What follows belongs to an exercise in optimizing a design on an open flow for small area, a short achievable clock period and few clock cycles; a production flow would make more cautious choices. The RTL was checked by simulation tests, not by an equivalence proof against the original design.

==> flow/design.v, too long to show whole: its modules and the start of the top module <==
// module h64mix_mul: 1420 lines
// module h64mix_fa: 10 lines
// module hash64_multiply_mix_64bit_words_top: 218 lines
module hash64_multiply_mix_64bit_words_top (
   input  wire logic        clock,
   input  wire logic        reset,
   input  wire logic        req_valid,
   output logic             req_stall,
   input  wire logic [63:0] req_key_word,
   input  wire logic [3:0]  req_word_bytes,
   input  wire logic        req_last_word,
   input  wire logic [30:0] req_total_length,
   output logic             rsp_valid,
   input  wire logic        rsp_stall,
   output logic [63:0]      rsp_hash_value,
   input  wire logic        csr_valid,
   output logic             csr_ready,
   input  wire logic [31:0] csr_hash_seed
);
  // ...
==> flow/run.sh <==
#!/bin/bash
# synth_recipe.tcl (not shown) runs the flow's synth.tcl, then flattens the netlist and writes it again
# the make line also repeats each setting of config.mk as NAME=value (left out here)
make -C /OpenROAD-flow-scripts/flow DESIGN_CONFIG=/design/flow/config.mk WORK_HOME=/design/flow/orfs CLKGATE_MAP_FILE= SYNTH_SCRIPT=/design/flow/synth_recipe.tcl finish
==> flow/config.mk <==
export PLATFORM = sky130hd
export DESIGN_NAME = hash64_multiply_mix_64bit_words_top
export DESIGN_NICKNAME = hash64_multiply_mix_64bit_words_top
export VERILOG_FILES = /design/flow/design.v
export SDC_FILE = /design/flow/constraint.sdc
export NUM_CORES = 4
export LEC_CHECK = 0
export CAP_MARGIN = 20
export CORE_MARGIN = 2
export CORE_UTILIZATION = 40
export SLEW_MARGIN = 20
export SYNTH_HIERARCHICAL = 1
==> flow/constraint.sdc <==
create_clock -name core_clock -period 12.0 [get_ports {clock}]
set_input_delay 2.4000 -clock core_clock [delete_from_list [all_inputs] [get_ports {clock}]]
set_output_delay 2.4000 -clock core_clock [all_outputs]
set_load 0.01 [all_outputs]
==> summary.txt, run 1 <==
run status finished clean; Post-synth EDFFs around 160; DRT iter0 DRCs 1999; Non-Filler Instances slightly below 4000; CP required around 12 ns; sequential fraction of the synthesis area 0.221; adder and majority gate portion of the synthesized area 0.473; worst path bufs/invs 0; wire length per cell about 27 um; diode count 1; met3 wire len between 8000 and 9000 um; FF-to-FF End x_ff[8]$_DFF_P_; Slowest cell on crit path dfxtp_1; XOR/XNOR Fraction of Synth Area 0.0764; layout cell share with drive strength beyond 1 0.0549; Seq Cell Count around 260; starting density of the core 0.402; Seq/total area 0.193; post-synthesis mux area share 0.0103; synth unique cells between 80 and 90; fraction of area in multi-input gates 0.639; Mapped Avg Cell Area 11.9 um^2; R2R setup slack about 3.4 ns; Port Buf Inserts between 200 and 250; sequential cell area around 6900 um^2; hold endpoint seed_ff[29]$_SDFFE_PP0P_; CTS tree yes; compound-cell area share of the yosys netlist 0.0842; cell mode on critical path fa_1; Post-synth top flop edfxtp_1; ranking of synthesized cells by area fa_1 44%, edfxtp_1 16%, dfxtp_1 6.5%
Testbench counts, summed over its fixed seeds: cycles 23,636.
==> run 2: changes to the inputs <==
--- a/flow/config.mk
+++ b/flow/config.mk
@@ -8,5 +8,6 @@
 export CAP_MARGIN = 20
 export CORE_MARGIN = 2
 export CORE_UTILIZATION = 40
+export SETUP_SLACK_MARGIN = 5
 export SLEW_MARGIN = 20
 export SYNTH_HIERARCHICAL = 1
==> run 2 against run 1 <==
Against the previous run:
- critical path type unchanged
- final cell count up 1.7%
- sequential cell count unchanged
- worst setup slack better by 1.8 ns
- still clean
==> summary.txt, run 2 <==
run status finished clean (unchanged); ys async rst share 0 (unchanged); most common cell after layout, fill and taps aside fa_1 (unchanged); vias in the first global route 23800 (was 23700); initial antenna violation count 5 (unchanged); largest net degree at the start of global routing 66 (unchanged); global-route wire length before repair 157000 um (was 156000 um); Setup-failing EPs final 0 (unchanged); max_cap viols 0 (unchanged); ranking of synthesized cells by area fa_1 44%, edfxtp_1 16%, dfxtp_1 6.5% (unchanged); R2R cell count 17 (was 18); Setup TNS 0 ns (unchanged); sequential fraction of the synthesis area 0.221 (unchanged); Top Usage Layer GRT met2 (unchanged); Die Y 282 um (unchanged); Synth area leader fa_1 (unchanged); Placed Cells 3797 (unchanged); actual slew at the worst max-slew pin 1.16 ns (was 1.17 ns); CP max FO 11 (was 12); WS Path Type reg -> reg (unchanged); deepest clock path buffer count 3 (unchanged); Place WS 3.48 ns (unchanged); drt pass-1 iters 6 (was 5); wire length per cell 27.4 um (was 27.3 um); FMAX 0.147 GHz (was 0.117 GHz); Clock Sinks 262 (unchanged); Port Buf Inserts 202 (unchanged); Cell Area, Synth 31000 um^2 (unchanged); CTS tree yes (unchanged); crit path time final 6.79 ns (was 8.57 ns); Worst-path clk slew 0.06 ns (was 0.05 ns); layout cell share with drive strength beyond 1 0.105 (was 0.0549); drt via density 5.65 (was 5.64); Die X 282 um (unchanged); CTS root buf clkbuf_16 (unchanged); Yosys top cell area share 0.439 (unchanged); worst min path class reg -> reg (unchanged); largest registers hash_ff (64), rsp_hash_ff (64), x_ff (64) (unchanged); starting density of the core 0.402 (unchanged); total core area 77100 um^2 (unchanged); Fin Clk Skew 0.0222 ns (was 0.0243 ns); fin nets 3760 (was 3696); most common cell in the netlist fa_1 (unchanged); worst path arrival time 7.23 ns (was 8.98 ns); Clk Latency, worst-skew pair 0.57 ns (was 0.58 ns); Post-synth top flop edfxtp_1 (unchanged); area grow syn2layout 19.0% (was 14.5%); synthesis warning total 7 (unchanged); I/O pins 204 (unchanged); fin. max-slew vios 0 (unchanged); Cell Rows 102 (unchanged); Post-synth EDFFs 162 (unchanged); Fin. Hold Viols 0 (unchanged); Mapped Nets 3512 (unchanged); synth unique cells 81 (unchanged); Detail Placement HPWL 81800 um (unchanged); gpl congestion 0.957 (unchanged); DIE AREA 79800 um^2 (unchanged); M1 GR Usage 0.364 (was 0.365); CP Launch Type flip-flop (unchanged); unrepaired setup endpoints after global routing yes (was no); GRT Total Usage 0.272 (about the same); Slew headroom 0.228 (was 0.223); most frequent cells in the layout 681 x fa_1, 246 x inv_1, 220 x nand2_1 (unchanged); Final ANT Viol Nets 0 (unchanged); Cells after Synth 2610 (unchanged); met2 GRT Util 0.445 (was 0.441); Routed WL 108000 um (was 106000 um); DRT iter0 DRCs 1961 (was 1999); global-route met3 utilization 0.0613 (was 0.0604); setup slack after layout 5.21 ns (was 3.43 ns); DRC viols 0 (unchanged); synthesized flop and latch total 262 (unchanged); CP endpoint kind flip-flop (unchanged); Post-synth top cells 681 x fa_1, 247 x inv_1, 221 x nand2_1 (unchanged); hold path cells 2 (unchanged); DR vias 22200 (was 21800); Hold-fix buffers, CTS 0 (unchanged); htree depth 2 (unchanged); Tcrit/Tclk final 0.566 (was 0.714); R2R setup slack 5.21 ns (was 3.43 ns); Mapped Avg Cell Area 11.9 um^2 (unchanged); Num CTS Buffers 35 (unchanged); grt ovf 0 (unchanged); CP required 12.43 ns (was 12.41 ns); Non-Filler Instances 3926 (was 3862)
[run 2: cell types whose count changed in the layout (fill, tap and decap cells not counted), sizes merged]
cell	delta
buf	+58
clkbuf	+6
[run 2: worst paths after layout]
path / start / end
setup / recovery: x_ff[5]$_DFF_P_ / x_ff[8]$_DFF_P_
hold / removal: seed_ff[29]$_SDFFE_PP0P_ / seed_ff[29]$_SDFFE_PP0P_
setup reg to reg: x_ff[5]$_DFF_P_ / x_ff[8]$_DFF_P_
hold reg to reg: seed_ff[29]$_SDFFE_PP0P_ / seed_ff[29]$_SDFFE_PP0P_
[run 2: modules after synthesis, one instance, submodules excluded]
module | cells inside | copies in the design | cell area [um^2] | flip-flops and latches
h64mix_mul | 793 | 1 | 4900 | 0
h64mix_fa | 1 | 680 | 20.0 | 0
hash64_multiply_mix_64bit_words_top | 1137 | 1 | 12500 | 262
[run 2: repair_timing]
item                       CTS  global route
resized for setup          106           114
buffers inserted             4            55
cloned                       0             5
setup endpoints to repair   87            43
pin swaps                    4             9
[run 2: kinds of logic (layout without fill, tap and decap cells)]
logic type / Yosys count / count (layout) / share of synthesized area
DFF: 262 / 262 / 0.221
buffers and inverters: 357 / 632 / 0.0482
xor gates and xnor gates: 257 / 257 / 0.0764
adders and majority gates: 765 / 765 / 0.473
muxes: 32 / 32 / 0.0103
other: 1 / 2 / 0.000121
and+or+nand+nor: 552 / 552 / 0.0861
AOI/OAI and AO/OA: 384 / 384 / 0.0842
[run 2: cell type report]
| type | count | area (um^2) |
|---|---|---|
| Antenna cell | 1 | 2.50 |
| Clock buffer | 47 | 1000 |
| Clock inverter | 17 | 260 |
| Fill cell | 6996 | 40200 |
| Inverter | 247 | 928 |
| Multi-Input combinational cell | 1991 | 23100 |
| Sequential cell | 262 | 6970 |
| Tap cell | 1040 | 1300 |
| Timing Repair Buffer | 321 | 3330 |
[run 2: worst max-delay path: stages (launching register included)]
cell	delay, ns
dfxtp_2	0.43
buf_12	0.21
fa_1	0.46
fa_1	0.60
fa_1	0.45
fa_1	0.52
fa_1	0.52
fa_1	0.49
ha_1	0.47
nand4_1	0.22
or4_1	0.61
o21bai_4	0.24
a41o_4	0.36
xnor2_4	0.18
nor3b_2	0.23
xnor2_1	0.18
nand2_1	0.13
xnor2_2	0.34
[run 2: layer usage]
layer,routed length [um],vias to the layer above
li1,-,9130
met1,43200,11700
met2,50500,1106
met3,9470,217
met4,4310,2
met5,11,-
[run 2: through the flow]
step	instance area, um^2	util	hold WS [ns]
floorplan	31000	-	0.460
global placement	34200	0.444	0.487
detailed placement	34300	0.444	0.489
CTS	36000	0.467	0.513
global route	36900	0.479	0.522
finish	36900	0.479	0.515
==> module hash64_multiply_mix_64bit_words_top, before the edit <==
module hash64_multiply_mix_64bit_words_top (
   input  wire logic        clock,
   input  wire logic        reset,
   input  wire logic        req_valid,
   output logic             req_stall,
   input  wire logic [63:0] req_key_word,
   input  wire logic [3:0]  req_word_bytes,
   input  wire logic        req_last_word,
   input  wire logic [30:0] req_total_length,
   output logic             rsp_valid,
   input  wire logic        rsp_stall,
   output logic [63:0]      rsp_hash_value,
   input  wire logic        csr_valid,
   output logic             csr_ready,
   input  wire logic [31:0] csr_hash_seed
);
   localparam logic [2:0] ST_IDLE = 3'd0;   
   localparam logic [2:0] ST_WAIT = 3'd1;   
   localparam logic [2:0] ST_A    = 3'd2;   
   localparam logic [2:0] ST_B    = 3'd3;   
   localparam logic [2:0] ST_I    = 3'd4;   
   localparam logic [2:0] ST_C    = 3'd5;   
   localparam logic [2:0] ST_F    = 3'd6;   
   localparam logic [2:0] ST_WF   = 3'd7;   
   logic [2:0]  st_ff;
   logic        first_ff;    
   logic        last_ff;     
   logic        empty_ff;    
   logic [63:0] x_ff;
   logic [63:0] hash_ff;
   logic [30:0] len_ff;
   logic [31:0] seed_ff;
   logic        rsp_valid_ff;
   logic [63:0] rsp_hash_ff;
   logic [63:0] p;
   h64mix_mul u_mul (
      .operand (x_ff),
      .product (p)
   );
   logic [3:0]  nb;
   logic [63:0] mw;
   logic        w_full, w_empty, w_ends;
   assign nb      = (req_word_bytes > 4'd8) ? 4'd8 : req_word_bytes;
   assign w_full  = (nb == 4'd8);
   assign w_empty = (nb == 4'd0);
   assign w_ends  = req_last_word || !w_full;
   always_comb begin
      for (int i = 0; i < 8; i++) begin
         mw[i*8 +: 8] = (4'(i) < nb) ? req_key_word[i*8 +: 8] : 8'h00;
      end
   end
   logic out_ok;
   assign out_ok = !rsp_valid_ff || !rsp_stall;
   logic can_take;
   logic take;
   always_comb begin
      case (st_ff)
         ST_IDLE, ST_WAIT: can_take = 1'b1;
         ST_C:             can_take = !last_ff;
         ST_F:             can_take = 1'b1;
         default:          can_take = 1'b0;
      endcase
   end
   assign req_stall = !can_take;
   assign take      = req_valid && can_take;
   logic        sel_p, sel_h, sel_w, sel_s, sel_l, sel_mix, len_from_req;
   logic [2:0]  st_in;
   logic        first_in, last_in, empty_in;
   logic        hash_we, hash_from_word;
   logic        len_we;
   logic        produce;
   always_comb begin
      st_in          = st_ff;
      first_in       = first_ff;
      last_in        = last_ff;
      empty_in       = empty_ff;
      sel_p          = 1'b1;
      sel_h          = 1'b0;
      sel_w          = 1'b0;
      sel_s          = 1'b0;
      sel_l          = 1'b0;
      sel_mix        = 1'b1;
      len_from_req   = 1'b0;
      hash_we        = 1'b0;
      hash_from_word = 1'b0;
      len_we         = 1'b0;
      produce        = 1'b0;
      case (st_ff)
         ST_A: begin
            st_in = ST_B;
         end
         ST_B: begin
            if (first_ff) begin
               hash_we = 1'b1;
               sel_p   = 1'b0;
               sel_l   = 1'b1;
               sel_mix = 1'b0;
               st_in   = ST_I;
            end else begin
               sel_h   = 1'b1;
               sel_mix = 1'b0;
               st_in   = ST_C;
            end
         end
         ST_I: begin
            sel_s = 1'b1;
            if (empty_ff) begin
               if (out_ok) begin
                  st_in = ST_F;
               end else begin
                  hash_we = 1'b1;
                  st_in   = ST_WF;
               end
            end else begin
               sel_h   = 1'b1;
               sel_mix = 1'b0;
               st_in   = ST_C;
            end
         end
         ST_C: begin
            hash_we = 1'b1;
            if (last_ff) begin
               st_in = out_ok ? ST_F : ST_WF;
            end else begin
               st_in = ST_WAIT;
            end
         end
         ST_WF: begin
            sel_p = 1'b0;
            sel_h = 1'b1;
            if (out_ok) begin
               st_in = ST_F;
            end
         end
         ST_F: begin
            produce = 1'b1;
            st_in   = ST_IDLE;
         end
         default: begin
         end
      endcase
      if (take) begin
         last_in = w_ends;
         sel_w   = 1'b1;
         sel_s   = 1'b0;
         if (st_ff == ST_IDLE || st_ff == ST_F) begin
            first_in = 1'b1;
            empty_in = w_empty;
            sel_p    = 1'b0;
            sel_h    = 1'b0;
            sel_mix  = 1'b0;
            if (w_full) begin
               len_we = 1'b1;
               st_in  = ST_A;
            end else begin
               sel_w          = 1'b0;
               sel_l          = 1'b1;
               len_from_req   = 1'b1;
               hash_we        = 1'b1;
               hash_from_word = 1'b1;
               st_in          = ST_I;
            end
         end else begin
            first_in = 1'b0;
            sel_p    = (st_ff == ST_C);
            sel_h    = (st_ff != ST_C);
            sel_mix  = 1'b0;
            if (w_full) begin
               sel_p = 1'b0;
               sel_h = 1'b0;
               st_in = ST_A;
            end else if (w_empty) begin
               st_in = ST_WF;
            end else begin
               st_in = ST_C;
            end
         end
      end
   end
   logic [30:0] len_v;
   logic [63:0] y;
   logic [63:0] x_in;
   assign len_v = len_from_req ? req_total_length : len_ff;
   assign y     = (p & {64{sel_p}}) ^ (hash_ff & {64{sel_h}}) ^ (mw & {64{sel_w}})
                ^ (64'(seed_ff) & {64{sel_s}}) ^ (64'(len_v) & {64{sel_l}});
   assign x_in  = sel_mix ? (y ^ (y >> 47)) : y;
   always_ff @(posedge clock) begin
      if (reset) begin
         st_ff        <= ST_IDLE;
         seed_ff      <= '0;
         rsp_valid_ff <= 1'b0;
      end else begin
         st_ff        <= st_in;
         rsp_valid_ff <= produce || (rsp_valid_ff && rsp_stall);
         if (csr_valid) begin
            seed_ff <= csr_hash_seed;
         end
      end
   end
   always_ff @(posedge clock) begin
      first_ff <= first_in;
      last_ff  <= last_in;
      empty_ff <= empty_in;
      x_ff     <= x_in;
      if (hash_we) begin
         hash_ff <= hash_from_word ? mw : (p ^ (64'(seed_ff) & {64{st_ff == ST_I}}));
      end
      if (len_we) begin
         len_ff <= req_total_length;
      end
      if (produce) begin
         rsp_hash_ff <= p ^ (p >> 47);
      end
   end
   assign csr_ready      = 1'b1;
   assign rsp_valid      = rsp_valid_ff;
   assign rsp_hash_value = rsp_hash_ff;
endmodule
==> run 3: changes to the inputs <==
--- a/flow/design.v
+++ b/flow/design.v
@@ -1449,21 +1449,20 @@
    output logic             csr_ready,
    input  wire logic [31:0] csr_hash_seed
 );
-   localparam logic [2:0] ST_IDLE = 3'd0;   
-   localparam logic [2:0] ST_WAIT = 3'd1;   
-   localparam logic [2:0] ST_A    = 3'd2;   
-   localparam logic [2:0] ST_B    = 3'd3;   
-   localparam logic [2:0] ST_I    = 3'd4;   
-   localparam logic [2:0] ST_C    = 3'd5;   
-   localparam logic [2:0] ST_F    = 3'd6;   
-   localparam logic [2:0] ST_WF   = 3'd7;   
-   logic [2:0]  st_ff;
-   logic        first_ff;    
+   localparam logic [3:0] ST_IDLE = 4'd0;   
+   localparam logic [3:0] ST_WAIT = 4'd1;   
+   localparam logic [3:0] ST_IA   = 4'd2;   
+   localparam logic [3:0] ST_I    = 4'd3;   
+   localparam logic [3:0] ST_A    = 4'd4;   
+   localparam logic [3:0] ST_B    = 4'd5;   
+   localparam logic [3:0] ST_C    = 4'd6;   
+   localparam logic [3:0] ST_F    = 4'd7;   
+   localparam logic [3:0] ST_WF   = 4'd8;   
+   logic [3:0]  st_ff;
    logic        last_ff;     
    logic        empty_ff;    
    logic [63:0] x_ff;
    logic [63:0] hash_ff;
-   logic [30:0] len_ff;
    logic [31:0] seed_ff;
    logic        rsp_valid_ff;
    logic [63:0] rsp_hash_ff;
@@ -1498,15 +1497,13 @@
    end
    assign req_stall = !can_take;
    assign take      = req_valid && can_take;
-   logic        sel_p, sel_h, sel_w, sel_s, sel_l, sel_mix, len_from_req;
-   logic [2:0]  st_in;
-   logic        first_in, last_in, empty_in;
-   logic        hash_we, hash_from_word;
-   logic        len_we;
+   logic        sel_p, sel_h, sel_w, sel_s, sel_l, sel_mix;
+   logic [3:0]  st_in;
+   logic        last_in, empty_in;
+   logic        hash_we, hash_from_word, sel_hs;
    logic        produce;
    always_comb begin
       st_in          = st_ff;
-      first_in       = first_ff;
       last_in        = last_ff;
       empty_in       = empty_ff;
       sel_p          = 1'b1;
@@ -1515,39 +1512,39 @@
       sel_s          = 1'b0;
       sel_l          = 1'b0;
       sel_mix        = 1'b1;
-      len_from_req   = 1'b0;
       hash_we        = 1'b0;
       hash_from_word = 1'b0;
-      len_we         = 1'b0;
+      sel_hs         = 1'b0;
       produce        = 1'b0;
       case (st_ff)
+         ST_IA: begin
+            sel_p   = 1'b0;
+            sel_h   = 1'b1;
+            sel_mix = 1'b0;
+            hash_we = 1'b1;
+            sel_hs  = 1'b1;
+            st_in   = ST_A;
+         end
          ST_A: begin
             st_in = ST_B;
          end
          ST_B: begin
-            if (first_ff) begin
-               hash_we = 1'b1;
-               sel_p   = 1'b0;
-               sel_l   = 1'b1;
-               sel_mix = 1'b0;
-               st_in   = ST_I;
-            end else begin
-               sel_h   = 1'b1;
-               sel_mix = 1'b0;
-               st_in   = ST_C;
-            end
+            sel_h   = 1'b1;
+            sel_mix = 1'b0;
+            st_in   = ST_C;
          end
          ST_I: begin
             sel_s = 1'b1;
+            sel_h = 1'b1;
             if (empty_ff) begin
                if (out_ok) begin
                   st_in = ST_F;
                end else begin
                   hash_we = 1'b1;
+                  sel_hs  = 1'b1;
                   st_in   = ST_WF;
                end
             end else begin
-               sel_h   = 1'b1;
                sel_mix = 1'b0;
                st_in   = ST_C;
             end
@@ -1576,27 +1573,18 @@
       endcase
       if (take) begin
          last_in = w_ends;
-         sel_w   = 1'b1;
          sel_s   = 1'b0;
          if (st_ff == ST_IDLE || st_ff == ST_F) begin
-            first_in = 1'b1;
-            empty_in = w_empty;
-            sel_p    = 1'b0;
-            sel_h    = 1'b0;
-            sel_mix  = 1'b0;
-            if (w_full) begin
-               len_we = 1'b1;
-               st_in  = ST_A;
-            end else begin
-               sel_w          = 1'b0;
-               sel_l          = 1'b1;
-               len_from_req   = 1'b1;
-               hash_we        = 1'b1;
-               hash_from_word = 1'b1;
-               st_in          = ST_I;
-            end
+            empty_in       = w_empty;
+            sel_p          = 1'b0;
+            sel_h          = 1'b0;
+            sel_l          = 1'b1;
+            sel_mix        = 1'b0;
+            hash_we        = 1'b1;
+            hash_from_word = 1'b1;
+            st_in          = w_full ? ST_IA : ST_I;
          end else begin
-            first_in = 1'b0;
+            sel_w    = 1'b1;
             sel_p    = (st_ff == ST_C);
             sel_h    = (st_ff != ST_C);
             sel_mix  = 1'b0;
@@ -1605,6 +1593,7 @@
                sel_h = 1'b0;
                st_in = ST_A;
             end else if (w_empty) begin
+               sel_w = 1'b0;
                st_in = ST_WF;
             end else begin
                st_in = ST_C;
@@ -1612,13 +1601,11 @@
          end
       end
    end
-   logic [30:0] len_v;
    logic [63:0] y;
    logic [63:0] x_in;
-   assign len_v = len_from_req ? req_total_length : len_ff;
-   assign y     = (p & {64{sel_p}}) ^ (hash_ff & {64{sel_h}}) ^ (mw & {64{sel_w}})
-                ^ (64'(seed_ff) & {64{sel_s}}) ^ (64'(len_v) & {64{sel_l}});
-   assign x_in  = sel_mix ? (y ^ (y >> 47)) : y;
+   assign y    = (p & {64{sel_p}}) ^ (hash_ff & {64{sel_h}}) ^ (mw & {64{sel_w}})
+               ^ (64'(seed_ff) & {64{sel_s}}) ^ (64'(req_total_length) & {64{sel_l}});
+   assign x_in = sel_mix ? (y ^ (y >> 47)) : y;
    always_ff @(posedge clock) begin
       if (reset) begin
          st_ff        <= ST_IDLE;
@@ -1633,15 +1620,11 @@
       end
    end
    always_ff @(posedge clock) begin
-      first_ff <= first_in;
       last_ff  <= last_in;
       empty_ff <= empty_in;
       x_ff     <= x_in;
       if (hash_we) begin
-         hash_ff <= hash_from_word ? mw : (p ^ (64'(seed_ff) & {64{st_ff == ST_I}}));
-      end
-      if (len_we) begin
-         len_ff <= req_total_length;
+         hash_ff <= hash_from_word ? mw : (p ^ (64'(seed_ff) & {64{sel_hs}}));
       end
       if (produce) begin
          rsp_hash_ff <= p ^ (p >> 47);
==> run 3 against run 2 <==
Against the previous run:
- still clean
- clock skew grew 0.0081 ns
- clock-buffer cell count shrank 13
- final cell count shrank 0.87%
- register-to-register slack lost 0.11 ns
- synthesized cell count shrank 1.1%
- non-clock buffer count grew 76
==> summary.txt, run 3 <==
initial antenna violation count 1 (was 5); largest net degree at the start of global routing 76 (was 66); Synth Area in Simple Gates 0.0857 (was 0.0861); vias in the first global route 23700 (was 23800); Top Usage Layer GRT met2 (unchanged); most common cell in the netlist fa_1 (unchanged); CP endpoint kind flip-flop (unchanged); Setup-failing EPs final 0 (unchanged); R2R setup slack 5.09 ns (was 5.21 ns); sequential fraction of the synthesis area 0.201 (was 0.221); area grow syn2layout 22.6% (was 19.0%); most common cell after layout, fill and taps aside fa_1 (unchanged); GRT Total Usage 0.282 (was 0.272); gpl congestion 0.967 (was 0.957); starting density of the core 0.403 (was 0.402); Slew headroom 0.245 (was 0.228); Clock Sinks 231 (was 262); global-route met3 utilization 0.0650 (was 0.0613); Cell Rows 99 (was 102); Detail Placement HPWL 78500 um (was 81800 um); Post-synth top flop edfxtp_1 (unchanged); Slowest cell on crit path fa_2 (was or4_1); synthesis warning total 7 (unchanged); most frequent cells in the layout 675 x fa_1, 308 x nand2_1, 232 x inv_1 (was 681 x fa_1, 246 x inv_1, 220 x nand2_1); Mapped Avg Cell Area 11.4 um^2 (was 11.9 um^2); CP Launch Type flip-flop (unchanged); actual slew at the worst max-slew pin 1.12 ns (was 1.16 ns); grt ovf 0 (unchanged); setup slack after layout 5.09 ns (was 5.21 ns); cell mode on critical path fa_1 (unchanged); CTS tree yes (unchanged); ys async rst share 0 (unchanged); deepest clock path buffer count 3 (unchanged); Mapped Nets 3482 (was 3512); fin util 0.495 (was 0.479); synth unique cells 79 (was 81); fin nets 3810 (was 3760); worst-path cell chain buf_12, fa_1, fa_1, fa_1, fa_1, fa_2, fa_1, ha_4, nand4_1, or4_4, nor4_4, o21ai_1, a211o_1, o211ai_4, a41o_1, a21oi_1, xnor2_2, buf_4, a221o_1, a21oi_2, xnor2_1 (was buf_12, fa_1, fa_1, fa_1, fa_1, fa_1, fa_1, ha_1, nand4_1, or4_1, o21bai_4, a41o_4, xnor2_4, nor3b_2, xnor2_1, nand2_1, xnor2_2); Die Y 275 um (was 282 um); DIE AREA 75800 um^2 (was 79800 um^2); synthesized flop and latch total 231 (was 262); worst path arrival time 7.40 ns (was 7.23 ns); post-synthesis mux area share 0.0116 (was 0.0103); DRC viols 0 (unchanged); wire length per cell 27.2 um (was 27.4 um); drt pass-1 iters 6 (unchanged); Place WS 3.76 ns (was 3.48 ns); main combinational cell family by area after synthesis adder cells (unchanged); Non-Filler Instances 3892 (was 3926); Cells after Synth 2580 (was 2610); I/O pins 204 (unchanged); FMAX 0.145 GHz (was 0.147 GHz); WS Path Type reg -> reg (unchanged); Final ANT Viol Nets 0 (unchanged); DP Area 32700 um^2 (was 34300 um^2); Routed WL 106000 um (was 108000 um); CTS root buf clkbuf_16 (unchanged); Fin. Hold Viols 0 (unchanged); max_cap viols 0 (unchanged); DR vias 22100 (was 22200); drt via density 5.68 (was 5.65); CP max stage delay 0.62 ns (was 0.61 ns); Tcrit/Tclk final 0.576 (was 0.566); Post-synth EDFFs 130 (was 162); met2 GRT Util 0.451 (was 0.445); Port Buf Inserts 202 (unchanged); adder and majority gate portion of the synthesized area 0.499 (was 0.473); DRT iter0 DRCs 1924 (was 1961); run status finished clean (unchanged); Fin Clk Skew 0.0303 ns (was 0.0222 ns); Die X 275 um (was 282 um); Synth area leader fa_1 (unchanged); Placed Cells 3698 (was 3797); M1 GR Usage 0.378 (was 0.364); fin. max-slew vios 0 (unchanged); largest registers hash_ff (64), rsp_hash_ff (64), x_ff (64) (unchanged); Yosys top cell area share 0.463 (was 0.439); htree depth 1 (was 2); CP required 12.49 ns (was 12.43 ns); Cell Area, Synth 29400 um^2 (was 31000 um^2); XOR/XNOR Fraction of Synth Area 0.0646 (was 0.0764); post-route cell area 36100 um^2 (was 36900 um^2); Clk Latency, worst-skew pair 0.65 ns (was 0.57 ns); total core area 73000 um^2 (was 77100 um^2); CP max FO 10 (was 11); Hold-fix buffers, CTS 0 (unchanged); crit path time final 6.91 ns (was 6.79 ns); Setup TNS 0 ns (unchanged); compound-cell area share of the yosys netlist 0.0919 (was 0.0842); unrepaired setup endpoints after global routing yes (unchanged); Worst-path clk slew 0.06 ns (about the same); global-route wire length before repair 155000 um (was 157000 um); Post-synth top cells 681 x fa_1, 310 x nand2_1, 233 x inv_1 (was 681 x fa_1, 247 x inv_1, 221 x nand2_1); worst min path class reg -> reg (unchanged); ranking of synthesized cells by area fa_1 46%, edfxtp_1 13%, dfxtp_1 6.9% (was fa_1 44%, edfxtp_1 16%, dfxtp_1 6.5%); layout cell share with drive strength beyond 1 0.136 (was 0.105); Num CTS Buffers 31 (was 35); diode count 0 (was 1)
-- run 3: cell count changes in the layout (fill, tap and decap cells not counted), sizes merged, moves of 14 or more --
cell    previous run  this run
nand2            221       311
buf              114       189
xnor2            171       105
o21ai             76       118
xor2              78       112
edfxtp           162       130
and2              28         2
nor2              76        96
nor3b             21         1
a21oi             90       108
a222oi            17         0
nor3              31        14
a32oi             10        25
clkbuf            53        39
-- run 3: Yosys stat by module, one instance, submodules excluded --
module	flip-flops and latches	times used	cell area (um^2)
h64mix_fa	0	680	20.0
hash64_multiply_mix_64bit_words_top	231	1	11100
h64mix_mul	0	1	4740
-- run 3: logic make-up after synthesis --
| kind of cell | after synthesis |
|---|---|
| AOI/OAI and AO/OA | 417 |
| xor gates and xnor gates | 217 |
| adders and majority gates | 765 |
| buffers and inverters | 335 |
| DFF | 231 |
| muxes | 34 |
| other | 1 |
| and+or+nand+nor | 580 |
-- run 3: worst paths after layout --
| kind | to | cells past startpoint | start |
|---|---|---|---|
| setup reg to reg | x_ff[8]$_DFF_P_ | 21 | x_ff[22]$_DFF_P_ |
| setup / recovery | x_ff[8]$_DFF_P_ | 21 | x_ff[22]$_DFF_P_ |
| hold / removal | x_ff[32]$_DFF_P_ | 2 | hash_ff[32]$_DFFE_PP_ |
| hold reg to reg | x_ff[32]$_DFF_P_ | 2 | hash_ff[32]$_DFFE_PP_ |
-- run 3: layout make-up --
| type | instances | area (um^2) |
|---|---|---|
| multi-input cells | 2014 | 22800 |
| flip-flops and latches | 231 | 6040 |
| clock inverters | 24 | 254 |
| fillers | 6416 | 36900 |
| well taps | 959 | 1200 |
| clock buffers | 34 | 830 |
| repair buffers | 397 | 4080 |
| inverters | 233 | 876 |
-- run 3: worst max-delay path: cells and delay by family (launching register included) --
family	cells	cell delay (ns)
AOI/OAI and AO/OA	7	1.40
xor gates and xnor gates	2	0.30
adders and majority gates	7	3.44
buffers and inverters	2	0.33
DFF	1	0.36
and+or+nand+nor	3	0.90
-- run 3: per-layer routing --
metal | up-vias | part of all wire
met5 | - | 0.00014
met4 | 2 | 0.043
met3 | 246 | 0.099
met2 | 1249 | 0.47
met1 | 11500 | 0.39
li1 | 9157 | -
-- run 3: per-stage QoR --
| step | hold slack [ns] |
|---|---|
| 2_1_floorplan | 0.483 |
| 3_3_place_gp | 0.505 |
| 3_5_place_dp | 0.509 |
| 4_1_cts | 0.508 |
| 5_1_grt | 0.551 |
| 6_report | 0.507 |
-- run 3: what timing repair did --
action                                  4_1_cts  5_1_grt
endpoints found under the setup margin       90       44
endpoints found under the hold margin         0        0
gates resized for setup                     173       99
gates cloned                                  2        3
pin swaps                                    10       43
buffers inserted                             56       74
Testbench counts of run 3, summed over its fixed seeds: cycles 23,636.
==> run 4: changes to the inputs <==
--- a/flow/config.mk
+++ b/flow/config.mk
@@ -7,7 +7,7 @@
 export LEC_CHECK = 0
 export CAP_MARGIN = 20
 export CORE_MARGIN = 2
-export CORE_UTILIZATION = 40
+export CORE_UTILIZATION = 60
 export SETUP_SLACK_MARGIN = 5
 export SLEW_MARGIN = 20
 export SYNTH_HIERARCHICAL = 1
==> run 4 against run 3 <==
Against the previous run:
- synthesized area is the same
- sequential share of layout area grew 0.22 points
- critical path type unchanged
- clock skew shrank 0.012 ns
- non-clock buffer count grew 23
==> summary.txt, run 4 <==
most common cell after layout, fill and taps aside fa_1 (unchanged); starting density of the core 0.605 (was 0.403); DRT met1 WL 38500 um (was 41100 um); Mapped Avg Cell Area 11.4 um^2 (unchanged); CP required 12.46 ns (was 12.49 ns); synth unique cells 79 (unchanged); hold endpoint x_ff[39]$_DFF_P_ (was x_ff[32]$_DFF_P_); DRC viols 0 (unchanged); post-synthesis mux area share 0.0116 (unchanged); area grow syn2layout 21.0% (was 22.6%); min-delay src hash_ff[39]$_DFFE_PP_ (was hash_ff[32]$_DFFE_PP_); Synth Area in Simple Gates 0.0857 (unchanged); crit path time final 6.89 ns (was 6.91 ns); Tcrit/Tclk final 0.574 (was 0.576); DIE AREA 50800 um^2 (was 75800 um^2); Cell Rows 81 (was 99); most frequent cells in the layout 679 x fa_1, 310 x nand2_1, 232 x inv_1 (was 675 x fa_1, 308 x nand2_1, 232 x inv_1); Routed WL 103000 um (was 106000 um); Mapped Nets 3482 (unchanged); Post-synth EDFFs 130 (unchanged); GRT Total Usage 0.406 (was 0.282); Clock Sinks 231 (unchanged); synthesis warning total 7 (unchanged); Yosys top cell area share 0.463 (unchanged); FMAX 0.145 GHz (about the same); grt ovf 0 (unchanged); CP top delay family adder cells (unchanged); Die X 225 um (was 275 um); deepest clock path buffer count 3 (unchanged); Setup TNS 0 ns (unchanged); largest registers hash_ff (64), rsp_hash_ff (64), x_ff (64) (unchanged); initial antenna violation count 2 (was 1); I/O pins 204 (unchanged); XOR/XNOR Fraction of Synth Area 0.0646 (unchanged); Port Buf Inserts 202 (unchanged); cell mode on critical path fa_1 (unchanged); drt via density 6.35 (was 5.68); global-route wire length before repair 148000 um (was 155000 um); adder and majority gate portion of the synthesized area 0.499 (unchanged); DRT iter0 DRCs 2559 (was 1924); compound-cell area share of the yosys netlist 0.0919 (unchanged); area of the multi-input gates 22600 um^2 (was 22800 um^2); Detail Placement HPWL 72000 um (was 78500 um); Non-Filler Instances 3575 (was 3892); Top Layer Used met5 (unchanged); main combinational cell family by area after synthesis adder cells (unchanged); Worst-path clk slew 0.06 ns (about the same); synthesized flop and latch total 231 (unchanged); run status finished clean (unchanged); largest net degree at the start of global routing 68 (was 76); Slew headroom 0.274 (was 0.245); Slowest cell on crit path fa_1 (was fa_2); met3 wire len 13400 um (was 10500 um); R2R setup slack 5.11 ns (was 5.09 ns); fin. max-slew vios 0 (unchanged); fin nets 3831 (was 3810); unrepaired setup endpoints after global routing yes (unchanged); htree depth 1 (unchanged); DR WL met2 45200 um (was 49600 um); worst hold slack 0.522 ns (was 0.507 ns); FF-to-FF End x_ff[16]$_DFF_P_ (was x_ff[8]$_DFF_P_); hold path cells 2 (unchanged); CP endpoint kind flip-flop (unchanged); Num CTS Buffers 29 (was 31); max_cap viols 0 (unchanged); sequential fraction of the synthesis area 0.201 (unchanged); CP max FO 7 (was 10); WS Path Type reg -> reg (unchanged); CP Launch Type flip-flop (unchanged); CP max stage delay 0.62 ns (about the same); worst min path class reg -> reg (unchanged); worst-path cell chain fa_1, fa_1, fa_1, fa_1, fa_1, fa_1, fa_1, ha_2, a21o_1, a21o_1, a21oi_1, nor2b_1, o21ai_0, a21oi_1, a211oi_4, o21ai_2, xnor2_2, nand2_1, xnor2_2, a21oi_1, xor2_1 (was buf_12, fa_1, fa_1, fa_1, fa_1, fa_2, fa_1, ha_4, nand4_1, or4_4, nor4_4, o21ai_1, a211o_1, o211ai_4, a41o_1, a21oi_1, xnor2_2, buf_4, a221o_1, a21oi_2, xnor2_1); Place WS 4.11 ns (was 3.76 ns); ranking of synthesized cells by area fa_1 46%, edfxtp_1 13%, dfxtp_1 6.9% (unchanged); worst path bufs/invs 0 (was 2); Die Y 225 um (was 275 um); Post-synth top cells 681 x fa_1, 310 x nand2_1, 233 x inv_1 (unchanged); Cell Area, Synth 29400 um^2 (unchanged); Final ANT Viol Nets 0 (unchanged); wire length per cell 28.7 um (was 27.2 um); sequential cell area 6040 um^2 (about the same); Placed Cells 3353 (was 3698); Fill cells 3317 (was 6416); reg2reg start x_ff[47]$_DFF_P_ (was x_ff[22]$_DFF_P_); Cells after Synth 2580 (unchanged); Synth area leader fa_1 (unchanged); vias in the first global route 23100 (was 23700); gpl congestion 0.964 (was 0.967); CTS tree yes (unchanged); R2R cell count 21 (unchanged); CTS root buf clkbuf_16 (unchanged); DR vias 22700 (was 22100); total core area 48600 um^2 (was 73000 um^2); actual slew at the worst max-slew pin 1.09 ns (was 1.12 ns); worst path arrival time 7.35 ns (was 7.40 ns); Post-synth top flop edfxtp_1 (unchanged); layout cell share with drive strength beyond 1 0.130 (was 0.136); Fin. Hold Viols 0 (unchanged); Clk Latency, worst-skew pair 0.61 ns (was 0.65 ns); most common cell in the netlist fa_1 (unchanged); setup slack after layout 5.11 ns (was 5.09 ns); Setup-failing EPs final 0 (unchanged); drt pass-1 iters 5 (was 6); ys async rst share 0 (unchanged); Fin Clk Skew 0.0180 ns (was 0.0303 ns)
==> run 4: cell types whose count changed in the layout (fill, tap and decap cells not counted), moves of 3 or more <==
| cell | change |
|---|---|
| buf_4 | +18 |
| fa_1 | +4 |
| clkbuf_1 | +5 |
| o21ai_1 | -4 |
| ha_2 | -3 |
| a21oi_2 | -7 |
| clkinvlp_4 | -3 |
| buf_12 | +7 |
| fa_2 | -4 |
| xnor2_2 | +4 |
| ha_1 | +3 |
| a21oi_1 | +9 |
| o21ai_0 | +5 |
==> run 4: cell type report <==
type                            instances  share of cell area
Timing Repair Buffer                  420               0.122
Multi-Input combinational cell       2014               0.636
Clock buffer                           38              0.0222
Tap cell                              622              0.0219
Inverter                              233              0.0246
Clock inverter                         16             0.00411
Antenna cell                            1           0.0000703
Sequential cell                       231               0.170
==> run 4: timing repair <==
item | CTS | global route
pin swaps | 2 | 30
gates resized for setup | 143 | 89
hold buffers | 0 | 0
buffers inserted | 27 | 133
setup endpoints to repair | 87 | 35
cloned | 1 | 6
==> run 4: metal layers <==
metal / global-route usage / up-vias
met5: 0 / -
met4: 0.151 / 2
met3: 0.117 / 318
met2: 0.604 / 1616
met1: 0.572 / 11600
li1: - / 9200
==> run 4: cell families (layout without fill, tap and decap cells) <==
group	Yosys count	in the layout
mux	34	34
simple gates	580	580
xor+xnor	217	217
fa+ha+maj	765	765
flops	231	231
other cells	1	2
buf+inv	335	707
compound gates	417	417
==> run 4: per-stage QoR <==
step	util	cell area, um^2
detailed placement	0.662	32200
finish	0.732	35600
CTS	0.699	34000
global placement	0.662	32200
global route	0.732	35600
floorplan	-	29400
==> run 4: worst register-to-register path, stage by stage (launching register included) <==
cell      delay, ns
dfxtp_4        0.47
fa_1           0.53
fa_1           0.52
fa_1           0.58
fa_1           0.47
fa_1           0.48
fa_1           0.54
fa_1           0.62
ha_2           0.35
a21o_1         0.21
a21o_1         0.20
a21oi_1        0.14
nor2b_1        0.05
o21ai_0        0.16
a21oi_1        0.12
a211oi_4       0.26
o21ai_2        0.11
xnor2_2        0.29
nand2_1        0.15
xnor2_2        0.20
a21oi_1        0.10
xor2_1         0.20
==> run 4: Yosys stat by module, one instance, submodules excluded <==
module / times used / area [um^2] / flops+latches
h64mix_fa: 680 / 20.0 / 0
hash64_multiply_mix_64bit_words_top: 1 / 11100 / 231
h64mix_mul: 1 / 4740 / 0
==> run 4: how the worst max path moves through the flow <==
| stage | from | to | slack, ns | depth (start not counted) |
|---|---|---|---|---|
| final | x_ff[47]$_DFF_P_ | x_ff[16]$_DFF_P_ | 5.11 | 21 |
| after global routing | x_ff[11]$_DFF_P_ | x_ff[15]$_DFF_P_ | 4.90 | 21 |
| after CTS | x_ff[0]$_DFF_P_ | x_ff[15]$_DFF_P_ | 4.94 | 21 |
| after detailed placement | x_ff[31]$_DFF_P_ | x_ff[9]$_DFF_P_ | 4.11 | 20 |
| after global placement | x_ff[35]$_DFF_P_ | x_ff[9]$_DFF_P_ | 4.25 | 20 |
| after floorplan | x_ff[7]$_DFF_P_ | x_ff[8]$_DFF_P_ | 5.00 | 21 |
==> run 5: changes to the inputs <==
--- a/flow/design.v
+++ b/flow/design.v
@@ -1449,28 +1449,34 @@
    output logic             csr_ready,
    input  wire logic [31:0] csr_hash_seed
 );
-   localparam logic [3:0] ST_IDLE = 4'd0;   
-   localparam logic [3:0] ST_WAIT = 4'd1;   
-   localparam logic [3:0] ST_IA   = 4'd2;   
-   localparam logic [3:0] ST_I    = 4'd3;   
-   localparam logic [3:0] ST_A    = 4'd4;   
-   localparam logic [3:0] ST_B    = 4'd5;   
-   localparam logic [3:0] ST_C    = 4'd6;   
-   localparam logic [3:0] ST_F    = 4'd7;   
-   localparam logic [3:0] ST_WF   = 4'd8;   
-   logic [3:0]  st_ff;
-   logic        last_ff;     
-   logic        empty_ff;    
-   logic [63:0] x_ff;
-   logic [63:0] hash_ff;
+   localparam logic [1:0] TA_NONE = 2'd0;
+   localparam logic [1:0] TA_FULL = 2'd1;    
+   localparam logic [1:0] TA_PART = 2'd2;    
+   localparam logic [2:0] TB_NONE  = 3'd0;
+   localparam logic [2:0] TB_K2    = 3'd1;
+   localparam logic [2:0] TB_LFULL = 3'd2;   
+   localparam logic [2:0] TB_LPART = 3'd3;   
+   localparam logic [2:0] TB_LEMPT = 3'd4;   
+   localparam logic [1:0] TC_NONE = 2'd0;
+   localparam logic [1:0] TC_H    = 2'd1;    
+   localparam logic [1:0] TC_HEND = 2'd2;    
+   localparam logic [1:0] TC_RES  = 2'd3;    
+   logic [1:0]  ta_ff;
+   logic        ta_first_ff, ta_last_ff;
+   logic [2:0]  tb_ff;
+   logic        tb_first_ff, tb_last_ff;
+   logic [1:0]  tc_ff;
+   logic        key_open_ff;
+   logic [63:0] xa_ff, xb_ff, xc_ff, hash0_ff, rsp_hash_ff;
    logic [31:0] seed_ff;
    logic        rsp_valid_ff;
-   logic [63:0] rsp_hash_ff;
-   logic [63:0] p;
-   h64mix_mul u_mul (
-      .operand (x_ff),
-      .product (p)
-   );
+   logic [63:0] pa, pb, pc;
+   h64mix_mul u_mul_a (.operand (xa_ff), .product (pa));
+   h64mix_mul u_mul_b (.operand (xb_ff), .product (pb));
+   h64mix_mul u_mul_c (.operand (xc_ff), .product (pc));
+   function automatic logic [63:0] mix(input logic [63:0] v);
+      mix = v ^ (v >> 47);
+   endfunction
    logic [3:0]  nb;
    logic [63:0] mw;
    logic        w_full, w_empty, w_ends;
@@ -1483,151 +1489,117 @@
          mw[i*8 +: 8] = (4'(i) < nb) ? req_key_word[i*8 +: 8] : 8'h00;
       end
    end
-   logic out_ok;
-   assign out_ok = !rsp_valid_ff || !rsp_stall;
-   logic can_take;
-   logic take;
+   logic freeze;      
+   logic ok_full, ok_first_full, ok_later_short, ok_first_short, can_take, take;
+   assign freeze = (tc_ff == TC_RES) && rsp_valid_ff && rsp_stall;
+   assign ok_full        = 1'b1;
+   assign ok_first_full  = (ta_ff != TA_FULL);
+   assign ok_later_short = (ta_ff != TA_FULL);
+   assign ok_first_short = (ta_ff == TA_NONE) && (tb_ff != TB_K2) && (tb_ff != TB_LPART);
    always_comb begin
-      case (st_ff)
-         ST_IDLE, ST_WAIT: can_take = 1'b1;
-         ST_C:             can_take = !last_ff;
-         ST_F:             can_take = 1'b1;
-         default:          can_take = 1'b0;
-      endcase
+      if (w_full) begin
+         can_take = key_open_ff ? ok_full : ok_first_full;
+      end else begin
+         can_take = key_open_ff ? ok_later_short : ok_first_short;
+      end
+      can_take = can_take && !freeze;
    end
    assign req_stall = !can_take;
    assign take      = req_valid && can_take;
-   logic        sel_p, sel_h, sel_w, sel_s, sel_l, sel_mix;
-   logic [3:0]  st_in;
-   logic        last_in, empty_in;
-   logic        hash_we, hash_from_word, sel_hs;
-   logic        produce;
+   logic [1:0]  ta_in;
+   logic        ta_first_in, ta_last_in;
+   logic [2:0]  tb_in;
+   logic        tb_first_in, tb_last_in;
+   logic [1:0]  tc_in;
+   logic        key_open_in;
+   logic [63:0] xb_in, xc_in;
+   logic        hash0_we, produce;
+   logic        end_mark;    
+   assign end_mark = take && key_open_ff && w_empty;
    always_comb begin
-      st_in          = st_ff;
-      last_in        = last_ff;
-      empty_in       = empty_ff;
-      sel_p          = 1'b1;
-      sel_h          = 1'b0;
-      sel_w          = 1'b0;
-      sel_s          = 1'b0;
-      sel_l          = 1'b0;
-      sel_mix        = 1'b1;
-      hash_we        = 1'b0;
-      hash_from_word = 1'b0;
-      sel_hs         = 1'b0;
-      produce        = 1'b0;
-      case (st_ff)
-         ST_IA: begin
-            sel_p   = 1'b0;
-            sel_h   = 1'b1;
-            sel_mix = 1'b0;
-            hash_we = 1'b1;
-            sel_hs  = 1'b1;
-            st_in   = ST_A;
-         end
-         ST_A: begin
-            st_in = ST_B;
-         end
-         ST_B: begin
-            sel_h   = 1'b1;
-            sel_mix = 1'b0;
-            st_in   = ST_C;
-         end
-         ST_I: begin
-            sel_s = 1'b1;
-            sel_h = 1'b1;
-            if (empty_ff) begin
-               if (out_ok) begin
-                  st_in = ST_F;
-               end else begin
-                  hash_we = 1'b1;
-                  sel_hs  = 1'b1;
-                  st_in   = ST_WF;
-               end
-            end else begin
-               sel_mix = 1'b0;
-               st_in   = ST_C;
-            end
-         end
-         ST_C: begin
-            hash_we = 1'b1;
-            if (last_ff) begin
-               st_in = out_ok ? ST_F : ST_WF;
-            end else begin
-               st_in = ST_WAIT;
-            end
-         end
-         ST_WF: begin
-            sel_p = 1'b0;
-            sel_h = 1'b1;
-            if (out_ok) begin
-               st_in = ST_F;
-            end
-         end
-         ST_F: begin
-            produce = 1'b1;
-            st_in   = ST_IDLE;
-         end
-         default: begin
-         end
-      endcase
+      ta_in       = TA_NONE;
+      ta_first_in = !key_open_ff;
+      ta_last_in  = w_ends;
+      key_open_in = key_open_ff;
       if (take) begin
-         last_in = w_ends;
-         sel_s   = 1'b0;
-         if (st_ff == ST_IDLE || st_ff == ST_F) begin
-            empty_in       = w_empty;
-            sel_p          = 1'b0;
-            sel_h          = 1'b0;
-            sel_l          = 1'b1;
-            sel_mix        = 1'b0;
-            hash_we        = 1'b1;
-            hash_from_word = 1'b1;
-            st_in          = w_full ? ST_IA : ST_I;
-         end else begin
-            sel_w    = 1'b1;
-            sel_p    = (st_ff == ST_C);
-            sel_h    = (st_ff != ST_C);
-            sel_mix  = 1'b0;
-            if (w_full) begin
-               sel_p = 1'b0;
-               sel_h = 1'b0;
-               st_in = ST_A;
-            end else if (w_empty) begin
-               sel_w = 1'b0;
-               st_in = ST_WF;
-            end else begin
-               st_in = ST_C;
-            end
+         key_open_in = !w_ends;
+         if (w_full) begin
+            ta_in = TA_FULL;
+         end else if (key_open_ff && !w_empty) begin
+            ta_in = TA_PART;
          end
       end
+      tb_in       = TB_NONE;
+      tb_first_in = ta_first_ff;
+      tb_last_in  = ta_last_ff;
+      xb_in       = mix(pa);
+      if (ta_ff == TA_FULL) begin
+         tb_in = TB_K2;
+      end else if (take && !key_open_ff) begin
+         xb_in = 64'(req_total_length);
+         tb_in = w_full ? TB_LFULL : (w_empty ? TB_LEMPT : TB_LPART);
+      end
+      hash0_we = (tb_ff == TB_LFULL);
+      tc_in = tc_ff;
+      xc_in = xc_ff;
+      if (tb_ff == TB_K2) begin
+         xc_in = (tb_first_ff ? hash0_ff : pc) ^ pb;
+         tc_in = (tb_last_ff || end_mark) ? TC_HEND : TC_H;
+      end else if (tb_ff == TB_LPART) begin
+         xc_in = 64'(seed_ff) ^ pb ^ xa_ff;
+         tc_in = TC_HEND;
+      end else if (tb_ff == TB_LEMPT) begin
+         xc_in = mix(64'(seed_ff) ^ pb);
+         tc_in = TC_RES;
+      end else if (ta_ff == TA_PART) begin
+         xc_in = pc ^ xa_ff;
+         tc_in = TC_HEND;
+      end else if (tc_ff == TC_HEND) begin
+         xc_in = mix(pc);
+         tc_in = TC_RES;
+      end else if (tc_ff == TC_RES) begin
+         tc_in = TC_NONE;
+      end else if (end_mark) begin
+         tc_in = TC_HEND;
+      end
+      produce = (tc_ff == TC_RES);
    end
-   logic [63:0] y;
-   logic [63:0] x_in;
-   assign y    = (p & {64{sel_p}}) ^ (hash_ff & {64{sel_h}}) ^ (mw & {64{sel_w}})
-               ^ (64'(seed_ff) & {64{sel_s}}) ^ (64'(req_total_length) & {64{sel_l}});
-   assign x_in = sel_mix ? (y ^ (y >> 47)) : y;
    always_ff @(posedge clock) begin
       if (reset) begin
-         st_ff        <= ST_IDLE;
-         seed_ff      <= '0;
+         ta_ff        <= TA_NONE;
+         tb_ff        <= TB_NONE;
+         tc_ff        <= TC_NONE;
+         key_open_ff  <= 1'b0;
          rsp_valid_ff <= 1'b0;
+         seed_ff      <= '0;
       end else begin
-         st_ff        <= st_in;
-         rsp_valid_ff <= produce || (rsp_valid_ff && rsp_stall);
+         if (!freeze) begin
+            ta_ff        <= ta_in;
+            tb_ff        <= tb_in;
+            tc_ff        <= tc_in;
+            key_open_ff  <= key_open_in;
+            rsp_valid_ff <= produce || (rsp_valid_ff && rsp_stall);
+         end
          if (csr_valid) begin
             seed_ff <= csr_hash_seed;
          end
       end
    end
    always_ff @(posedge clock) begin
-      last_ff  <= last_in;
-      empty_ff <= empty_in;
-      x_ff     <= x_in;
-      if (hash_we) begin
-         hash_ff <= hash_from_word ? mw : (p ^ (64'(seed_ff) & {64{sel_hs}}));
-      end
-      if (produce) begin
-         rsp_hash_ff <= p ^ (p >> 47);
+      if (!freeze) begin
+         ta_first_ff <= ta_first_in;
+         ta_last_ff  <= ta_last_in;
+         tb_first_ff <= tb_first_in;
+         tb_last_ff  <= tb_last_in;
+         xa_ff       <= mw;
+         xb_ff       <= xb_in;
+         xc_ff       <= xc_in;
+         if (hash0_we) begin
+            hash0_ff <= 64'(seed_ff) ^ pb;
+         end
+         if (produce) begin
+            rsp_hash_ff <= mix(pc);
+         end
       end
    end
    assign csr_ready      = 1'b1;
--- a/flow/config.mk
+++ b/flow/config.mk
@@ -7,7 +7,7 @@
 export LEC_CHECK = 0
 export CAP_MARGIN = 20
 export CORE_MARGIN = 2
-export CORE_UTILIZATION = 60
+export CORE_UTILIZATION = 40
 export SETUP_SLACK_MARGIN = 5
 export SLEW_MARGIN = 20
 export SYNTH_HIERARCHICAL = 1
==> run 5 against run 4 <==
Against the previous run:
- non-clock buffer count rose by 270
- worst setup slack lost 0.058 ns
- still clean on timing, DRC and antenna
- clock skew increased by 0.056 ns
- hold slack got worse by 0.098 ns
==> summary.txt, run 5 <==
fin nets 8805 (was 3831); most frequent cells in the layout 2019 x fa_1, 703 x inv_1, 331 x buf_4 (was 679 x fa_1, 310 x nand2_1, 232 x inv_1); worst path arrival time 7.41 ns (was 7.35 ns); Place WS 4.00 ns (was 4.11 ns); synthesized flop and latch total 365 (was 231); global-route wire length before repair 390000 um (was 148000 um); sequential fraction of the synthesis area 0.145 (was 0.201); unrepaired setup endpoints after global routing yes (unchanged); CP max FO 6 (was 7); DRT met1 WL 100000 um (was 38500 um); Slew headroom 0.159 (was 0.274); Fin. Hold Viols 0 (unchanged); Cell Rows 156 (was 81); most common cell after layout, fill and taps aside fa_1 (unchanged); WS Path Type reg -> reg (unchanged); Detail Placement HPWL 202000 um (was 72000 um); largest net degree at the start of global routing 86 (was 68); worst hold slack 0.424 ns (was 0.522 ns); DRT iter0 DRCs 4963 (was 2559); Fin Clk Skew 0.0735 ns (was 0.0180 ns); worst min path class reg -> reg (unchanged); crit path time final 6.95 ns (was 6.89 ns); adder and majority gate portion of the synthesized area 0.604 (was 0.499); Num CTS Buffers 51 (was 29); Routed WL 271000 um (was 103000 um); vias in the first global route 56000 (was 23100); drt pass-1 iters 6 (was 5); CP Launch Type flip-flop (unchanged); ranking of synthesized cells by area fa_1 56%, edfxtp_1 13%, ha_1 4.3% (was fa_1 46%, edfxtp_1 13%, dfxtp_1 6.9%); wire length per cell 30.9 um (was 28.7 um); CTS root buf clkbuf_16 (unchanged); DIE AREA 186000 um^2 (was 50800 um^2); Setup TNS 0 ns (unchanged); Mapped Avg Cell Area 12.6 um^2 (was 11.4 um^2); setup slack after layout 5.05 ns (was 5.11 ns); I/O pins 204 (unchanged); DRC viols 0 (unchanged); Top Layer Used met5 (unchanged); CTS tree yes (unchanged); GRT Total Usage 0.294 (was 0.406); gpl congestion 1.03 (was 0.964); most common cell in the netlist fa_1 (unchanged); deepest clock path buffer count 3 (unchanged); Yosys top cell area share 0.561 (was 0.463); Post-synth EDFFs 324 (was 130); ys async rst share 0 (unchanged); htree depth 2 (was 1); max_cap viols 0 (unchanged); Synth area leader fa_1 (unchanged); CP endpoint kind flip-flop (unchanged); grt ovf 0 (unchanged); area grow syn2layout 17.8% (was 21.0%); post-synthesis mux area share 0.0233 (was 0.0116); Die Y 431 um (was 225 um); initial antenna violation count 12 (was 2); Post-synth top cells 2043 x fa_1, 710 x inv_1, 324 x edfxtp_1 (was 681 x fa_1, 310 x nand2_1, 233 x inv_1); starting density of the core 0.403 (was 0.605); FMAX 0.144 GHz (was 0.145 GHz); Synth Area in Simple Gates 0.0589 (was 0.0857); Cells after Synth 5782 (was 2580); Final ANT Viol Nets 0 (unchanged); Die X 431 um (was 225 um); actual slew at the worst max-slew pin 1.25 ns (was 1.09 ns); Worst-path clk slew 0.06 ns (about the same); XOR/XNOR Fraction of Synth Area 0.0394 (was 0.0646); total core area 181000 um^2 (was 48600 um^2); fin. max-slew vios 0 (unchanged); DR WL met2 125000 um (was 45200 um); Clock Sinks 365 (was 231); drt via density 5.81 (was 6.35); Hold-fix buffers, CTS 0 (unchanged); Cell Area, Synth 72900 um^2 (was 29400 um^2); Post-synth top flop edfxtp_1 (unchanged); main combinational cell family by area after synthesis adder cells (unchanged); synth unique cells 74 (was 79); Setup-failing EPs final 0 (unchanged); met3 wire len 23500 um (was 13400 um); Port Buf Inserts 202 (unchanged); run status finished clean (unchanged); synthesis warning total 7 (unchanged); DR vias 51000 (was 22700); Tcrit/Tclk final 0.579 (was 0.574); CP required 12.46 ns (about the same); layout cell share with drive strength beyond 1 0.141 (was 0.130); Mapped Nets 8214 (was 3482); Clk Latency, worst-skew pair 0.72 ns (was 0.61 ns); compound-cell area share of the yosys netlist 0.0832 (was 0.0919)
## run 5: repair_timing
item | 4_1_cts | 5_1_grt
gates cloned | 0 | 6
pin swaps | 26 | 125
endpoints found under the setup margin | 115 | 71
setup buffers | 151 | 147
resized for setup | 253 | 351
## run 5: final cells by class
type | count | area, um^2
fillers | 16100 | 95100
multi-input cells | 4555 | 60800
flip-flops and latches | 365 | 10600
repair buffers | 690 | 7100
well taps | 2370 | 2970
inverters | 710 | 2690
clock buffers | 61 | 1310
clock inverters | 33 | 423
diodes | 2 | 5.00
## run 5: worst paths after layout
kind | startpoint | to | slack (ns) | cells after the start
max | xc_ff[37]$_DFFE_PP_ | xc_ff[63]$_DFFE_PP_ | 5.05 | 21
min | ta_last_ff$_DFFE_PP_ | tb_last_ff$_DFFE_PP_ | 0.42 | 0
max reg2reg | xc_ff[37]$_DFFE_PP_ | xc_ff[63]$_DFFE_PP_ | 5.05 | 21
min reg2reg | ta_last_ff$_DFFE_PP_ | tb_last_ff$_DFFE_PP_ | 0.42 | 0
## run 5: cells by family (layout without fill, tap and decap cells)
group,after synthesis,count (layout)
adders and majority gates,2295,2295
muxes,166,166
other,1,3
xor gates and xnor gates,328,328
DFF,365,365
AOI/OAI and AO/OA,917,917
and+or+nand+nor,848,848
buffers and inverters,862,1494
## run 5: critical path: stages, from the launching register on
cell	delay [ns]
edfxtp_1	0.51
buf_4	0.19
fa_1	0.51
fa_1	0.46
fa_1	0.51
fa_1	0.55
fa_1	0.45
fa_1	0.59
fa_2	0.49
ha_4	0.34
and3_4	0.24
nand4_1	0.11
buf_4	0.17
nor4_4	0.37
nand2_2	0.13
o211ai_1	0.24
xnor2_1	0.18
buf_6	0.17
mux2i_1	0.08
o21ai_1	0.18
a32o_1	0.19
a21oi_1	0.05
## run 5: per-stage QoR
step | std cells | instance area (um^2) | utilization
floorplan | 5782 | 72900 | -
global placement | 8384 | 78700 | 0.435
detailed placement | 8386 | 78700 | 0.435
CTS | 8631 | 83100 | 0.459
global route | 8784 | 85800 | 0.474
finish | 8786 | 85800 | 0.474
## run 5: per-module statistics from Yosys (local to each module, per instance)
module / cell area, um^2 / flops+latches / copies in the design
h64mix_mul: 4740 / 0 / 3
hash64_multiply_mix_64bit_words_top: 17800 / 365 / 1
h64mix_fa: 20.0 / 0 / 2040
## run 5: routing by layer
metal  vias to the layer above  GRT usage
met5                         -          0
li1                      20100          -
met3                       741     0.0643
met1                     27300      0.369
met2                      2869      0.463
met4                         4      0.190
Testbench counts of run 5, summed over its fixed seeds: cycles 9,120.
==> run 6: changes to the inputs <==
--- a/flow/config.mk
+++ b/flow/config.mk
@@ -7,7 +7,7 @@
 export LEC_CHECK = 0
 export CAP_MARGIN = 20
 export CORE_MARGIN = 2
-export CORE_UTILIZATION = 40
+export CORE_UTILIZATION = 65
 export SETUP_SLACK_MARGIN = 5
 export SLEW_MARGIN = 20
 export SYNTH_HIERARCHICAL = 1
==> run 6 against run 5 <==
Against the previous run:
- still clean on timing, DRC and antenna
- final cell count shrank 10%
- fmax shrank 2.2%
- clock skew shrank 0.024 ns
- wire length shrank 2.1%
- global-route usage grew 18 points
- first-iteration DRC count grew 25%
- register-to-register slack lost 0.15 ns
- via count grew 3.6%
- clock-buffer cell count shrank 7
- critical endpoint unchanged
- largest cell class unchanged
==> summary.txt, run 6 <==
cell mode on critical path fa_1 (unchanged); starting density of the core 0.657 (was 0.403); run status finished clean (unchanged); Slew headroom 0.200 (was 0.159); FMAX 0.141 GHz (was 0.144 GHz); Clk Latency, worst-skew pair 0.67 ns (was 0.72 ns); worst path bufs/invs 3 (unchanged); Post-synth EDFFs 324 (unchanged); Cell Rows 122 (was 156); Fin Clk Skew 0.0494 ns (was 0.0735 ns); Mapped Avg Cell Area 12.6 um^2 (unchanged); Cell Area, Synth 72900 um^2 (unchanged); gpl congestion 1.04 (was 1.03); worst path arrival time 7.50 ns (was 7.41 ns); Slowest cell on crit path fa_1 (unchanged); wire length per cell 33.7 um (was 30.9 um); Placed Cells 7476 (was 8386); Tcrit/Tclk final 0.592 (was 0.579); drt pass-1 iters 7 (was 6); Die Y 339 um (was 431 um); synthesized flop and latch total 365 (unchanged); drt via density 6.71 (was 5.81); Fin. Hold Viols 0 (unchanged); Final ANT Viol Nets 0 (unchanged); vias in the first global route 57100 (was 56000); CTS root buf clkbuf_16 (unchanged); Mapped Nets 8214 (unchanged); I/O pins 204 (unchanged); Worst-path clk slew 0.07 ns (was 0.06 ns); global-route wire length before repair 384000 um (was 390000 um); DIE AREA 115000 um^2 (was 186000 um^2); CP max FO 17 (was 6); WS Path Type reg -> reg (unchanged); fin. max-slew vios 0 (unchanged); largest net degree at the start of global routing 83 (was 86); Yosys top cell area share 0.561 (unchanged); worst-path cell chain buf_8, fa_1, fa_1, fa_1, fa_1, fa_1, fa_1, fa_1, ha_4, buf_4, a21o_1, a21oi_4, o211ai_1, xnor2_1, buf_4, mux2i_1, o21ai_1, a32o_1, a21oi_1 (was buf_4, fa_1, fa_1, fa_1, fa_1, fa_1, fa_1, fa_2, ha_4, and3_4, nand4_1, buf_4, nor4_4, nand2_2, o211ai_1, xnor2_1, buf_6, mux2i_1, o21ai_1, a32o_1, a21oi_1); CP endpoint kind flip-flop (unchanged); Setup TNS 0 ns (unchanged); DRT iter0 DRCs 6225 (was 4963); synthesis warning total 7 (unchanged); Routed WL 266000 um (was 271000 um); Synth area leader fa_1 (unchanged); CP top delay family adder cells (unchanged); actual slew at the worst max-slew pin 1.19 ns (was 1.25 ns); grt ovf 0 (unchanged)
-- run 6: cell counts after synthesis --
No cell type changed its count.
-- run 6: worst paths after layout --
check | from | endpoint | cells after the start
setup / recovery | xc_ff[18]$_DFFE_PP_ | xc_ff[63]$_DFFE_PP_ | 19
hold / removal | ta_first_ff$_DFFE_PP_ | tb_first_ff$_DFFE_PP_ | 0
setup reg to reg | xc_ff[18]$_DFFE_PP_ | xc_ff[63]$_DFFE_PP_ | 19
hold reg to reg | ta_first_ff$_DFFE_PP_ | tb_first_ff$_DFFE_PP_ | 0
-- run 6: final cells by class --
cell class	instances	area (um^2)
clock inverter	28	368
fill	7142	26200
timing repair buffer	684	6970
sequential	365	10600
tap	1488	1860
clock buffer	54	1250
antenna	2	5.00
inverter	710	2680
multi-input combinational	4555	61100
-- run 6: per-module statistics from Yosys (local to each module, per instance) --
module | copies in the design | cell area (um^2) | cells inside
hash64_multiply_mix_64bit_words_top | 1 | 17800 | 1402
h64mix_mul | 3 | 4740 | 780
h64mix_fa | 2040 | 20.0 | 1
-- run 6: kinds of logic (layout without fill, tap and decap cells) --
family	after synthesis	count (layout)	synth area share
flip-flops	365	365	0.145
multiplexers	166	166	0.0233
AO/OA/AOI/OAI	917	917	0.0832
buffers and inverters	862	1476	0.0460
AND/OR/NAND/NOR	848	848	0.0589
XOR/XNOR	328	328	0.0394
other	1	3	0.0000515
adder cells (fa/ha/maj)	2295	2295	0.604
-- run 6: what timing repair did --
action | in CTS | in global routing
endpoints found under the setup margin | 115 | 84
pin swaps | 54 | 180
endpoints found under the hold margin | 0 | 0
gates resized for setup | 289 | 392
hold buffers | 0 | 0
setup buffers | 200 | 121
gates cloned | 2 | 3
-- run 6: stage by stage --
step / utilization / worst slack, ns / cell area (um^2)
after floorplan: - / 5.04 / 72900
after global placement: 0.697 / 3.75 / 77400
after detailed placement: 0.697 / 3.95 / 77400
after CTS: 0.740 / 4.91 / 82200
after global routing: 0.764 / 4.80 / 84800
final: 0.764 / 4.89 / 84800
-- run 6: metal layers --
metal	vias up	part of all wire
li1	20100	-
met1	27600	0.34
met2	4117	0.44
met3	1109	0.13
met4	6	0.084
met5	-	0.00018

## separate check: timing with driven ports
Ports are ideal in the flow. The routed layouts listed here were re-timed in OpenROAD.
Step 1 (the two cells are an assumption about what drives the block):
set clk [get_ports {clock}]
set_driving_cell -lib_cell sky130_fd_sc_hd__clkbuf_16 $clk
set_driving_cell -lib_cell sky130_fd_sc_hd__buf_2 [delete_from_list [all_inputs] $clk]
Step 2, shift: input delay + t, output delay - t, t = (earliest + latest rising clock arrival at the registers) / 2. This alone moves slack from input paths to output paths.
Slacks: no drivers / after step 1 / after step 2; pairs: no drivers / after step 1.
| run | t (ns) | slack for setup (ns) | hold WS [ns] | clock arrival spread, ns | pins driven straight from the clock port |
|---|---|---|---|---|---|
| run 1 | 0.631 | 3.430 / 3.430 / 3.430 | 0.515 / 0.515 / 0.515 | 0.025 / 0.026 | 1 |
| run 2 | 0.628 | 5.206 / 5.206 / 5.206 | 0.515 / 0.515 / 0.515 | 0.023 / 0.024 | 1 |
| run 3 | 0.694 | 5.093 / 5.093 / 5.093 | 0.507 / 0.507 / 0.507 | 0.030 / 0.031 | 1 |
| run 4 | 0.657 | 5.106 / 5.106 / 5.106 | 0.522 / 0.522 / 0.522 | 0.018 / 0.018 | 1 |
| run 5 | 0.765 | 5.048 / 5.048 / 5.048 | 0.424 / 0.424 / 0.424 | 0.076 / 0.076 | 1 |
| run 6 | 0.726 | 4.894 / 4.894 / 4.894 | 0.419 / 0.419 / 0.419 | 0.050 / 0.049 | 1 |
After both steps every run listed still meets setup and hold.
